This design comes from an exercise in tuning for small area, a short achievable clock period and few clock cycles per item on the open sky130 flow, not from production work. In this exercise RTL edits were held to simulation tests only and were not proved equivalent to the original. No activity file was given, so power comes from the tool's default toggle rates.

Setup of the reference run:
## soc_mem_top
module soc_mem_top (
  input  logic            clk_i,
  input  logic            rst_ni,
  input  logic            awvalid_i,
  output logic            awready_o,
  input  axil_pkg::addr_t awaddr_i,
  input  logic            wvalid_i,
  output logic            wready_o,
  input  axil_pkg::data_t wdata_i,
  input  axil_pkg::strb_t wstrb_i,
  output logic            bvalid_o,
  input  logic            bready_i,
  output axil_pkg::resp_e bresp_o,
  input  logic            arvalid_i,
  output logic            arready_o,
  input  axil_pkg::addr_t araddr_i,
  output logic            rvalid_o,
  input  logic            rready_i,
  output axil_pkg::data_t rdata_o,
  output axil_pkg::resp_e rresp_o,
  input  logic            debug_req_i,
  input  logic            debug_en_i,
  output logic            debug_req_o,
  output axil_pkg::data_t exit_o
);
  axil_slave_fsm i_axil_slave_fsm (
    .clk_i     ( clk_i     ),
    .rst_ni    ( rst_ni    ),
    .awvalid_i ( awvalid_i ),
    .awready_o ( awready_o ),
    .awaddr_i  ( awaddr_i  ),
    .wvalid_i  ( wvalid_i  ),
    .wready_o  ( wready_o  ),
    .wdata_i   ( wdata_i   ),
    .wstrb_i   ( wstrb_i   ),
    .bvalid_o  ( bvalid_o  ),
    .bready_i  ( bready_i  ),
    .bresp_o   ( bresp_o   ),
    .arvalid_i ( arvalid_i ),
    .arready_o ( arready_o ),
    .araddr_i  ( araddr_i  ),
    .rvalid_o  ( rvalid_o  ),
    .rready_i  ( rready_i  ),
    .rdata_o   ( rdata_o   ),
    .rresp_o   ( rresp_o   ),
    .exit_o    ( exit_o    )
  );
  debug_holdoff i_debug_holdoff (
    .clk_i       ( clk_i       ),
    .rst_ni      ( rst_ni      ),
    .debug_req_i ( debug_req_i ),
    .debug_en_i  ( debug_en_i  ),
    .debug_req_o ( debug_req_o )
  );
endmodule
Size: roughly 8400 flip-flops, ~180 I/O pins, about 300000 µm² of cells after synthesis.
==> flow/config.mk <==
export PLATFORM = sky130hd
export DESIGN_NAME = soc_mem_top
export DESIGN_NICKNAME = soc_mem_top
export VERILOG_FILES = /design/flow/design.v
export SDC_FILE = /design/flow/constraint.sdc
export NUM_CORES = 8
export LEC_CHECK = 0
export CAP_MARGIN = 25
export CORE_MARGIN = 2
export CORE_UTILIZATION = 45
export PLACE_DENSITY = 0.6
export SETUP_SLACK_MARGIN = 3.2
export SLEW_MARGIN = 35
export SYNTH_HIERARCHICAL = 1
export SYNTH_MEMORY_MAX_BITS = 16384
export TNS_END_PERCENT = 5
==> flow/constraint.sdc <==
create_clock -name core_clock -period 6.0 [get_ports {clk_i}]
set_input_delay 1.2000 -clock core_clock [delete_from_list [all_inputs] [get_ports {clk_i}]]
set_output_delay 1.2000 -clock core_clock [all_outputs]
set_load 0.01 [all_outputs]
standard.sh (not shown) runs the stock make flow with config.mk's settings and CLKGATE_MAP_FILE= SYNTH_SCRIPT=/design/flow/synth_recipe.tcl, a recipe that flattens the netlist after the stock synthesis.
==> flow/flow/run.sh <==
#!/bin/bash
# Layout flow: the standard flow (standard.sh), unchanged synthesis, with
# these changes to the layout steps:
#  - ports are buffered with buf_4 instead of the default delay cell,
#  - after global placement, each output port's buffer and the register (or
#    gate) driving it are moved next to the port (flow/place_ports.tcl);
#    detailed placement then legalizes them,
#  - timing repair may change a cell's footprint (drive strength family) and
#    neither clones gates nor removes buffers,
#  - clock tree sinks are clustered in groups of up to 25 within 60 um, and
#    no dummy loads are added to balance the tree.
# Each step's full output stays in orfs/logs/; make's output is in synth.log
# and layout.log in this folder.
set -euo pipefail
here=$(pwd)
bash standard.sh synth > synth.log 2>&1
bash standard.sh \
  "BUFFER_PORTS_ARGS=-buffer_cell sky130_fd_sc_hd__buf_4" \
  "POST_GLOBAL_PLACE_TCL=$here/flow/place_ports.tcl" \
  "MATCH_CELL_FOOTPRINT=0" \
  "SKIP_GATE_CLONING=1" \
  "SKIP_BUFFER_REMOVAL=1" \
  "CTS_ARGS=-sink_clustering_enable -repair_clock_nets -sink_clustering_size 25 -sink_clustering_max_diameter 60 -dont_use_dummy_load" \
  finish > layout.log 2>&1
Other scripts of this flow, unchanged in this note and not shown: flow/flow/place_ports.tcl
Testbench counts of the reference run, summed over its fixed seeds: cycles 24,012, items 24,000.
Setup changes, the reference run to the trial run
Settings: a change of CAP_MARGIN from 25 to 20; a change of SLEW_MARGIN from 35 to 20.
diff --git a/flow/flow/run.sh b/flow/flow/run.sh
--- a/flow/flow/run.sh
+++ b/flow/flow/run.sh
@@ -7,4 +7,3 @@
 #    detailed placement then legalizes them,
-#  - timing repair may change a cell's footprint (drive strength family) and
-#    neither clones gates nor removes buffers,
+#  - timing repair may change a cell's footprint (drive strength family),
 #  - clock tree sinks are clustered in groups of up to 25 within 60 um, and
@@ -20,4 +19,2 @@
   "MATCH_CELL_FOOTPRINT=0" \
-  "SKIP_GATE_CLONING=1" \
-  "SKIP_BUFFER_REMOVAL=1" \
   "CTS_ARGS=-sink_clustering_enable -repair_clock_nets -sink_clustering_size 25 -sink_clustering_max_diameter 60 -dont_use_dummy_load" \
### Flow results
The reference run has a higher post-CTS setup buffer count than the trial run. | number of fill cells in the layout | the reference run vs the trial run | ≈ equal |. ~same sequential share of layout area in the trial run and the reference run. Against the reference run, the trial run reports a part of the cycle the worst path needs that is lower. [compare] base=the reference run new=the trial run: number of multi-input combinational cells in the layout increased 27, clock group share of total power essentially unchanged, via count increased about 0.44%, final critical delay including setup and external delays decreased 28 ps.

## re-timing with driven ports
How much do the figures lean on ideal ports? The routed layouts below were timed once more, with nothing changed but the port constraints. Step 1: set_driving_cell puts a clkbuf_16 on clk_i and a buf_2 on each other input, an assumption about the parent block. Step 2 moves the port delays by t, midway between the first and last clock arrival at a register: inputs arrive t later, outputs are due t later. That takes back most of the time a late clock gives input paths. Slacks: ideal ports / drivers / drivers and shift; pairs: ideal ports / drivers.
| run | t, ns | slack for setup (ns) | worst hold slack (ns) |
|---|---|---|---|
| the reference run | 1.204 | 2.748 / 2.623 / 1.418 | 0.189 / 0.075 / 0.507 |
| the trial run | 1.200 | 2.776 / 2.657 / 1.457 | 0.171 / 0.086 / 0.504 |
After both steps every run listed still meets setup and hold. The setup slack of the reference run, which loses most, moves by -0.125 ns with the drivers and by -1.330 ns with both steps.
